From an optimization exercise on the open Yosys and OpenROAD flow, aimed at small area, a short achievable clock period and few clock cycles; shortcuts taken in it are not production practice. Function was checked by simulation only, so behaviour that the tests miss may differ from the original. Power and IR drop assume default switching activity.

==> design.v <==
module bram_tree_pq_level_ram #(
  parameter int DataWidth = 32,
  parameter int Depth     = 2,
  parameter int AW        = 5
) (
  input  logic                 CLK,
  input  logic                 we,
  input  logic [AW-1:0]        waddr,
  input  logic [DataWidth-1:0] wdata,
  input  logic [AW-1:0]        raddr,
  output logic [DataWidth-1:0] rd_lo,
  output logic [DataWidth-1:0] rd_hi
);
  localparam int PAW = (Depth > 2) ? $clog2(Depth) - 1 : 1;
  logic [DataWidth-1:0] mem_lo [2**PAW];
  logic [DataWidth-1:0] mem_hi [2**PAW];
  logic [PAW-1:0]       wpair;
  logic [PAW-1:0]       rpair;
  logic                 unused_addr;
  assign wpair       = waddr[PAW:1];
  assign rpair       = raddr[PAW-1:0];
  assign unused_addr = ^{waddr[AW-1:PAW+1], raddr[AW-1:PAW]};
  always_ff @(posedge CLK) begin
    if (we) begin
      if (waddr[0]) mem_hi[wpair] <= wdata;
      else          mem_lo[wpair] <= wdata;
    end
    rd_lo <= mem_lo[rpair];
    rd_hi <= mem_hi[rpair];
  end
endmodule
module bram_tree_pq #(
  parameter int QueueSize = 63,
  parameter int DataWidth = 32,
  parameter bit IsMax     = 1'b1,
  parameter int TreeDepth = $clog2(QueueSize + 1)
) (
  input  logic                            CLK,
  input  logic                            RST,
  input  logic                            i_valid,
  input  logic [1:0]                      i_op,
  input  logic [DataWidth-1:0]            i_data,
  output logic                            i_ready,
  output logic [DataWidth-1:0]            o_data,
  output logic                            o_top_valid,
  output logic [$clog2(QueueSize+1)-1:0]  o_count,
  output logic                            o_full,
  output logic                            o_empty,
  output logic                            o_err
);
  localparam logic [1:0] NOP = 2'b00, PUSH = 2'b01, POP = 2'b10, REPLACE = 2'b11;
  localparam logic [2:0] IDLE = 3'd0, FETCH_LAST = 3'd1, RD = 3'd2, WR = 3'd3, DONE = 3'd4;
  function automatic better(input is_max, input [63:0] a, input [63:0] b);
    better = is_max ? (a > b) : (a < b);
  endfunction
  localparam int CW = $clog2(QueueSize + 1);
  localparam int IW = TreeDepth + 1;   
  logic [2:0]           state_q, state_d;
  logic [IW-1:0]        cur_q, cur_d, tgt_q, tgt_d, sl_q, sl_d;
  logic [DataWidth-1:0] v_q, v_d, root_q, root_d, top_q, top_d;
  logic [CW-1:0]        cnt_q, cnt_d, wcnt_q, wcnt_d;
  logic                 push_q, push_d, fetch_q, fetch_d, err_q, err_d;
  logic [IW-1:0]          ram_raddr, ram_waddr;
  logic [DataWidth-1:0]   ram_wdat;
  logic [TreeDepth-1:1]   ram_we;
  logic [DataWidth-1:0]   rd_lo [TreeDepth];
  logic [DataWidth-1:0]   rd_hi [TreeDepth];
  logic                 wr_go;
  logic [IW-1:0]        wr_node, left, right, best, wcnt_x;
  logic [DataWidth-1:0] wr_val, nv, lval, rval, bval;
  int                   lt, lc, ls, cl;
  function automatic integer lev(input [IW-1:0] n);
    lev = 0;
    for (int i = 0; i < IW; i++) if (n[i]) lev = i;
  endfunction
  function automatic [IW-1:0] off(input [IW-1:0] n);
    off = n & ~(IW'(1) << lev(n));
  endfunction
  assign rd_lo[0] = root_q;
  assign rd_hi[0] = root_q;
  for (genvar l = 1; l < TreeDepth; l++) begin : g_lvl
    bram_tree_pq_level_ram #(.DataWidth(DataWidth), .Depth(2**l), .AW(IW)) u_ram (
      .CLK   (CLK),
      .we    (ram_we[l]),
      .waddr (ram_waddr),
      .wdata (ram_wdat),
      .raddr (ram_raddr),
      .rd_lo (rd_lo[l]),
      .rd_hi (rd_hi[l])
    );
  end
  always_comb begin
    state_d = state_q; cur_d = cur_q; tgt_d = tgt_q; sl_d = sl_q;
    v_d = v_q; root_d = root_q; top_d = top_q; cnt_d = cnt_q; wcnt_d = wcnt_q;
    push_d = push_q; fetch_d = fetch_q; err_d = 1'b0;
    ram_raddr = '0; wr_go = 1'b0; wr_node = '0; wr_val = '0;
    nv = '0; lval = '0; rval = '0; bval = '0; best = '0;
    lt = lev(tgt_q); lc = lev(cur_q); ls = int'(sl_q);
    cl = (lc + 1 < TreeDepth) ? lc + 1 : TreeDepth - 1;
    left   = cur_q << 1;
    right  = (cur_q << 1) | IW'(1);
    wcnt_x = IW'(wcnt_q);
    case (state_q)
      IDLE: if (i_valid) begin
        case (i_op)
          PUSH: if (cnt_q == CW'(QueueSize)) err_d = 1'b1;
                else begin
                  tgt_d = IW'(cnt_q) + IW'(1); cur_d = IW'(1); sl_d = '0;
                  v_d = i_data; push_d = 1'b1; wcnt_d = cnt_q + 1'b1; state_d = RD;
                end
          POP: if (cnt_q == '0) err_d = 1'b1;
               else if (cnt_q == CW'(1)) begin wcnt_d = '0; state_d = DONE; end
               else begin
                 tgt_d = IW'(cnt_q); cur_d = IW'(1); push_d = 1'b0;
                 wcnt_d = cnt_q - 1'b1; state_d = FETCH_LAST;
               end
          REPLACE: if (cnt_q == '0) err_d = 1'b1;
                   else begin
                     v_d = i_data; cur_d = IW'(1); push_d = 1'b0;
                     fetch_d = 1'b0; wcnt_d = cnt_q; state_d = RD;
                   end
          NOP: ;
          default: ;
        endcase
      end
      FETCH_LAST: begin
        ram_raddr = off(tgt_q) >> 1;
        fetch_d = 1'b1;
        state_d = RD;
      end
      RD: begin
        if (push_q) ram_raddr = off(cur_q) >> 1;   
        else begin
          ram_raddr = off(cur_q);                  
          if (fetch_q) begin
            for (int l = 0; l < TreeDepth; l++) if (l == lt) v_d = tgt_q[0] ? rd_hi[l] : rd_lo[l];
            fetch_d = 1'b0;
          end
        end
        state_d = WR;
      end
      WR: if (push_q) begin
        for (int l = 0; l < TreeDepth; l++) if (l == ls) nv = cur_q[0] ? rd_hi[l] : rd_lo[l];
        wr_node = cur_q; wr_val = v_q;
        if (ls == lt) begin
          wr_go = 1'b1; state_d = DONE;
        end else begin
          if (better(IsMax, 64'(v_q), 64'(nv))) begin wr_go = 1'b1; v_d = nv; end
          sl_d = sl_q + 1'b1;
          cur_d = tgt_q >> (lt - ls - 1);
          state_d = RD;
        end
      end else begin
        wr_node = cur_q; wr_go = 1'b1; wr_val = v_q; state_d = DONE;
        if (left <= wcnt_x) begin
          for (int l = 0; l < TreeDepth; l++) if (l == cl) begin lval = rd_lo[l]; rval = rd_hi[l]; end
          if (right <= wcnt_x && better(IsMax, 64'(rval), 64'(lval))) begin best = right; bval = rval; end
          else begin best = left; bval = lval; end
          if (better(IsMax, 64'(bval), 64'(v_q))) begin wr_val = bval; cur_d = best; state_d = RD; end
        end
      end
      DONE: begin
        cnt_d = wcnt_q;
        top_d = (wcnt_q == '0) ? '0 : root_q;
        state_d = IDLE;
      end
      default: state_d = IDLE;
    endcase
    ram_waddr = off(wr_node);
    ram_wdat  = wr_val;
    ram_we    = '0;
    if (wr_go && lev(wr_node) == 0) root_d = wr_val;
    for (int l = 1; l < TreeDepth; l++) ram_we[l] = wr_go && (lev(wr_node) == l);
  end
  always_ff @(posedge CLK) begin
    if (RST) begin
      state_q <= IDLE; cur_q <= '0; tgt_q <= '0; sl_q <= '0;
      v_q <= '0; root_q <= '0; top_q <= '0; cnt_q <= '0; wcnt_q <= '0;
      push_q <= 1'b0; fetch_q <= 1'b0; err_q <= 1'b0;
    end else begin
      state_q <= state_d; cur_q <= cur_d; tgt_q <= tgt_d; sl_q <= sl_d;
      v_q <= v_d; root_q <= root_d; top_q <= top_d; cnt_q <= cnt_d; wcnt_q <= wcnt_d;
      push_q <= push_d; fetch_q <= fetch_d; err_q <= err_d;
    end
  end
  assign i_ready     = (state_q == IDLE);
  assign o_data      = top_q;
  assign o_count     = cnt_q;
  assign o_top_valid = (cnt_q != '0);
  assign o_empty     = (cnt_q == '0);
  assign o_full      = (cnt_q == CW'(QueueSize));
  assign o_err       = err_q;
endmodule
==> run.sh <==
#!/bin/bash
# synth_recipe.tcl (not shown) runs the flow's synth.tcl, then flattens the netlist and writes it again
# the make line also repeats each setting of config.mk as NAME=value (left out here)
make -C /OpenROAD-flow-scripts/flow DESIGN_CONFIG=/design/flow/config.mk WORK_HOME=/design/flow/orfs CLKGATE_MAP_FILE= SYNTH_SCRIPT=/design/flow/synth_recipe.tcl finish
==> config.mk <==
export PLATFORM = sky130hd
export DESIGN_NAME = bram_tree_pq
export DESIGN_NICKNAME = bram_tree_pq
export VERILOG_FILES = /design/flow/design.v
export SDC_FILE = /design/flow/constraint.sdc
export NUM_CORES = 4
export LEC_CHECK = 0
export CAP_MARGIN = 20
export CORE_MARGIN = 2
export CORE_UTILIZATION = 45
export SLEW_MARGIN = 20
==> constraint.sdc <==
create_clock -name core_clock -period 10.0 [get_ports {CLK}]
set_input_delay 2.0000 -clock core_clock [delete_from_list [all_inputs] [get_ports {CLK}]]
set_output_delay 2.0000 -clock core_clock [all_outputs]
set_load 0.01 [all_outputs]
==> metrics.json <==
{
  "routing": {
    "avgViaCountPerCell": 6.077,
    "routed_wirelength_um": 373400,
    "num_vias": 74115,
    "dr.pass1.iters": 7,
    "number_of_drc_markers_after_the_initial_detailed_route_iteration": 10228,
    "post-route-drc-count": 0,
    "count_of_nets_left_with_antenna_violations_after_detail_routing": 0,
    "routedWlPerCell_um": 30.62
  },
  "timing": {
    "slew_violations": 0,
    "finalCritPeriodShare": 0.9464,
    "worstMarginPinSlew_ns": 1.204,
    "headroom_to_the_max_slew_limit": 0.1971,
    "grt_setup_unrepaired": "false",
    "final.min_clock_period_ns": 9.464,
    "finClkSkew_ns": 0.1023,
    "finalSetupViolCount": 0,
    "maxClockFrequency_ghz": 0.1057,
    "setup-tns-final_ns": 0,
    "timing_hold_violations_final": 0
  },
  "global_routing": {
    "use_met1": 0.4308,
    "wire_length_of_the_first_global_routing_pass_um": 523600,
    "most_heavily_used_metal_layer_in_global_routing": "met2",
    "initial_antenna_violation_count": 33,
    "grt_max_degree": 186,
    "grt.met3_usage": 0.08193,
    "groute.layer.met2.usage": 0.4613,
    "globalRouteOverflowTotal": 0,
    "first_global_vias": 68625,
    "grt.total_usage": 0.3119
  },
  "logic_synthesis": {
    "postSynthRegisterBits": 2503,
    "synthesis.yosys.warnings": 10,
    "post-synth-top-area-cell": "sky130_fd_sc_hd__edfxtp_1",
    "yosysTopAreaCellShare": 0.5907,
    "post_synth_instance_area_um2": 104100,
    "post_synth_inst_count": 8888,
    "synth_edf_count": 2048,
    "synthTopCellsByArea": "sky130_fd_sc_hd__edfxtp_1 59%, sky130_fd_sc_hd__nand2_1 9.3%, sky130_fd_sc_hd__dfxtp_1 8.7%",
    "postSynth.asyncResetShare": 0,
    "synth_top_flop_cell": "sky130_fd_sc_hd__edfxtp_1",
    "synth_sequential_area_ratio": 0.6782,
    "post_synth.cell_area_avg_um2": 11.71,
    "synthDistinctLibCells": 77
  },
  "floorplan": {
    "design.die.area_um2": 235200,
    "ios": 80,
    "floorplan.rows": 176,
    "die_width_um": 485.0,
    "die_h_um": 485.0,
    "core_area_um2": 229900,
    "initial_core_util": 0.4528
  },
  "clock_tree": {
    "post_cts_buffers": 0,
    "cts-hold-fix-buffers": 0,
    "htreeDepth": 5,
    "max-clock-path-buffers": 4,
    "path_clk_slew_ns": 0.06,
    "clkLatencyLatePin_ns": 0.97,
    "post_cts_sizing": 0,
    "clock_tree.root_cell": "sky130_fd_sc_hd__clkbuf_16",
    "clock_sink_count": 2503,
    "cts_tree": "done",
    "numCtsBuffers": 279
  },
  "cells_and_area": {
    "fillers": 19805,
    "flow.area_growth_from_synthesis_pct": 13.57,
    "finalInstanceArea_um2": 118200,
    "finalNetCount": 9116,
    "final_layout_size_suffix_gt1_frac": 0.09028
  },
  "worst_hold_path": {
    "holdPathStages": 2,
    "hold_start": "g_lvl[1].u_ram.mem_lo[0][15]$_DFFE_PP_",
    "worst_hold_path_type": "register to register",
    "holdPathEnd": "g_lvl[1].u_ram.rd_lo[15]$_DFF_P_"
  },
  "power_and_ir_drop": {
    "power.clock.fraction": 0.439,
    "switching_power_mw": 4.963,
    "power_frac_comb": 0.054,
    "power.leakage_nw": 39.76,
    "power.density_nw_per_um2": 188.2,
    "sw_frac_of_total": 0.2230,
    "vdd_drop_max_uv": 180.2,
    "internal_power_mw": 17.29,
    "seq_power_share": 0.506
  },
  "setup_path": {
    "worst_r2r_startpoint": "cur_q[2]$_SDFFE_PP0P_",
    "worst_r2r_path_depth": 27,
    "crit_required_ns": 10.70,
    "critical_path.endpoint_type": "register",
    "crit_fanout": 34,
    "worstReg2RegEnd": "g_lvl[5].u_ram.mem_lo[13][31]$_DFFE_PP_",
    "critical_path_arrival_ns": 10.16,
    "worst-setup-path-type": "register to register",
    "regToRegSetupSlack_ns": 0.54,
    "worst_setup_start_kind": "register"
  },
  "run": {
    "cap_viol_max_count": 0
  },
  "status": {
    "run_status": "finished clean"
  },
  "placed_design": {
    "post-dp-hpwl_um": 223200,
    "buffer_ports.inserted": 79,
    "finalWeightedCongestion": 0.9850,
    "post_dp_cell_area_um2": 109600
  }
}
-- power groups by stage --
| stage | clock network (mW) | logic [mW] | registers, mW |
|---|---|---|---|
| 6_report | 9.78 | 1.21 | 11.3 |
| 5_1_grt | 10.3 | 1.28 | 11.3 |
| 4_1_cts | 9.88 | 1.18 | 11.3 |
| 3_5_place_dp | 0 | 1.18 | 11.5 |
| 3_3_place_gp | 0 | 1.17 | 11.5 |
| 2_1_floorplan | 0 | 0.762 | 11.4 |
-- logic make-up after synthesis --
| family | count (synthesis) | synth area share |
|---|---|---|
| fa+ha+maj | 123 | 0.01485 |
| other cells | 1 | 0.00003602 |
| flops | 2503 | 0.6782 |
| buf+inv | 701 | 0.02741 |
| mux | 463 | 0.04903 |
| simple gates | 3701 | 0.1468 |
| compound gates | 1387 | 0.08284 |
| xor+xnor | 9 | 0.0007572 |
-- registers in the layout (all words and copies together), names as in the netlist --
name / flops
g_lvl.u_ram.mem_hi: 1024
g_lvl.u_ram.mem_lo: 1024
g_lvl.u_ram.rd_hi: 160
g_lvl.u_ram.rd_lo: 160
root_q: 32
top_q: 32
v_q: 32
cur_q: 7
sl_q: 7
tgt_q: 7
cnt_q: 6
wcnt_q: 6
state_q: 3
err_q: 1
fetch_q: 1
push_q: 1
-- how the worst max path moves through the flow --
stage / from / endpoint / depth (start not counted)
2_1_floorplan: cur_q[2]$_SDFFE_PP0P_ / g_lvl[1].u_ram.mem_hi[0][10]$_DFFE_PP_ / 26
3_3_place_gp: cur_q[2]$_SDFFE_PP0P_ / g_lvl[1].u_ram.mem_hi[0][6]$_DFFE_PP_ / 31
3_5_place_dp: cur_q[2]$_SDFFE_PP0P_ / g_lvl[2].u_ram.mem_lo[0][6]$_DFFE_PP_ / 31
5_1_grt: cur_q[2]$_SDFFE_PP0P_ / g_lvl[5].u_ram.mem_lo[4][31]$_DFFE_PP_ / 31
4_1_cts: cur_q[2]$_SDFFE_PP0P_ / g_lvl[4].u_ram.mem_lo[1][6]$_DFFE_PP_ / 31
6_report: cur_q[2]$_SDFFE_PP0P_ / g_lvl[5].u_ram.mem_lo[13][31]$_DFFE_PP_ / 27
-- cells in the final DEF (no fill, tap or decap), types with 27 or more instances in the layout --
cell,instances
sky130_fd_sc_hd__a211oi_1,128
sky130_fd_sc_hd__a21oi_1,532
sky130_fd_sc_hd__a221oi_1,50
sky130_fd_sc_hd__a22o_1,33
sky130_fd_sc_hd__a22oi_1,66
sky130_fd_sc_hd__a31oi_1,260
sky130_fd_sc_hd__and3_1,75
sky130_fd_sc_hd__buf_12,35
sky130_fd_sc_hd__buf_4,207
sky130_fd_sc_hd__clkbuf_1,67
sky130_fd_sc_hd__clkbuf_16,290
sky130_fd_sc_hd__clkdlybuf4s50_1,78
sky130_fd_sc_hd__clkinv_1,45
sky130_fd_sc_hd__clkinv_2,40
sky130_fd_sc_hd__conb_1,64
sky130_fd_sc_hd__dfxtp_1,453
sky130_fd_sc_hd__edfxtp_1,2048
sky130_fd_sc_hd__ha_1,120
sky130_fd_sc_hd__inv_1,99
sky130_fd_sc_hd__mux2_2,36
sky130_fd_sc_hd__mux2i_1,393
sky130_fd_sc_hd__mux4_2,34
sky130_fd_sc_hd__nand2_1,2567
sky130_fd_sc_hd__nand3_1,611
sky130_fd_sc_hd__nand4_1,29
sky130_fd_sc_hd__nor2_1,187
sky130_fd_sc_hd__nor2_4,87
sky130_fd_sc_hd__nor2b_1,39
sky130_fd_sc_hd__nor3_1,27
sky130_fd_sc_hd__o211ai_1,30
sky130_fd_sc_hd__o21ai_0,141
sky130_fd_sc_hd__o31ai_1,33
sky130_fd_sc_hd__o32a_1,31
-- cell usage after synthesis (30+ instances only) --
master                     count
sky130_fd_sc_hd__edfxtp_1   2048
sky130_fd_sc_hd__inv_1        99
sky130_fd_sc_hd__o211ai_1     30
sky130_fd_sc_hd__o31ai_1      33
sky130_fd_sc_hd__a31oi_1     260
sky130_fd_sc_hd__o32a_1       31
sky130_fd_sc_hd__dfxtp_1     455
sky130_fd_sc_hd__mux2i_1     393
sky130_fd_sc_hd__a21oi_1     533
sky130_fd_sc_hd__a221oi_1     50
sky130_fd_sc_hd__ha_1        122
sky130_fd_sc_hd__nor2_1      275
sky130_fd_sc_hd__mux2_2       36
sky130_fd_sc_hd__a211oi_1    128
sky130_fd_sc_hd__nand2_1    2570
sky130_fd_sc_hd__and3_1       75
sky130_fd_sc_hd__buf_1        83
sky130_fd_sc_hd__mux4_2       34
sky130_fd_sc_hd__nor3_1       34
sky130_fd_sc_hd__clkbuf_1    339
sky130_fd_sc_hd__a22o_1       33
sky130_fd_sc_hd__buf_2       174
sky130_fd_sc_hd__o21ai_0     144
sky130_fd_sc_hd__nand3_1     614
sky130_fd_sc_hd__nor2b_1      41
sky130_fd_sc_hd__a22oi_1      66
-- worst max-delay path: stages (launching register included) --
cell                       delay (ns)
sky130_fd_sc_hd__dfxtp_1         0.50
sky130_fd_sc_hd__nand2b_1        0.25
sky130_fd_sc_hd__a21o_1          0.15
sky130_fd_sc_hd__a21o_1          0.29
sky130_fd_sc_hd__ha_2            0.54
sky130_fd_sc_hd__inv_2           0.36
sky130_fd_sc_hd__buf_4           0.45
sky130_fd_sc_hd__mux4_2          0.55
sky130_fd_sc_hd__nand2_1         0.09
sky130_fd_sc_hd__o21a_1          0.17
sky130_fd_sc_hd__inv_1           0.06
sky130_fd_sc_hd__ha_1            0.35
sky130_fd_sc_hd__nand4_1         0.22
sky130_fd_sc_hd__nor4_1          0.57
sky130_fd_sc_hd__a41oi_1         0.30
sky130_fd_sc_hd__o21ai_4         0.13
sky130_fd_sc_hd__buf_4           0.42
sky130_fd_sc_hd__buf_4           0.24
sky130_fd_sc_hd__mux2i_1         0.29
sky130_fd_sc_hd__ha_1            0.20
sky130_fd_sc_hd__nand4_1         0.19
sky130_fd_sc_hd__or4_1           0.50
sky130_fd_sc_hd__or4_1           0.53
sky130_fd_sc_hd__o22a_2          0.28
sky130_fd_sc_hd__buf_12          0.19
sky130_fd_sc_hd__mux2i_1         0.25
sky130_fd_sc_hd__nor2_4          0.69
sky130_fd_sc_hd__buf_4           0.42
-- layer usage --
metal	share of wire	wire length, um	up-vias
met5	0.00027	99	-
met4	0.051	18980	18
met3	0.11	40850	783
met2	0.44	163200	4067
met1	0.40	150300	37045
li1	-	-	32202
-- through the flow --
step	hold slack (ns)	power, mW	util	std cells	worst slack, ns
floorplan	0.4081	12.19	-	8951	1.204
global placement	0.4105	12.65	0.4762	11693	0.7695
detailed placement	0.4155	12.66	0.4767	11698	0.6605
CTS	0.3966	22.32	0.5140	12183	0.6188
global route	0.4147	22.83	0.5142	12189	0.07955
finish	0.4006	22.26	0.5143	12195	0.5365
-- cell type report --
type                            count  area, um2  area share
Clock inverter                    113      858.3    0.007259
Antenna cell                        9      22.52   0.0001905
Clock buffer                      372       7715     0.06525
Inverter                          103      386.6    0.003270
Tap cell                         3026       3786     0.03202
Multi-Input combinational cell   5747      31780      0.2688
Sequential cell                  2503      70620      0.5972
Timing Repair Buffer              322       3070     0.02597
Testbench counts, summed over its fixed seeds: cycles 251,977.

==> re-timing with driven ports <==
The flow's constraints put no driver on any port. The routed layout listed below was extracted and timed again, unchanged, in two steps. Step 1 sets driving cells, clkbuf_16 on the clock port and buf_2 on the other inputs (assumed; they add their load-dependent delay and slew). Step 2, shift: input delay + t, output delay - t, t = (earliest + latest rising clock arrival at the registers) / 2. This alone moves slack from input paths to output paths. Three values: ideal, step 1, step 2; two values: the first two.
t, ns: 1.022
setup WS [ns]: 0.536 / 0.536 / 0.536
hold slack, ns: 0.401 / 0.401 / 0.401
worst setup path after step 2: register to register
worst data-port slew with drivers (ns): 0.11
After both steps this run still meets setup and hold. For this run, drivers alone change the setup slack by 0.000 ns; drivers and shift together by 0.000 ns.
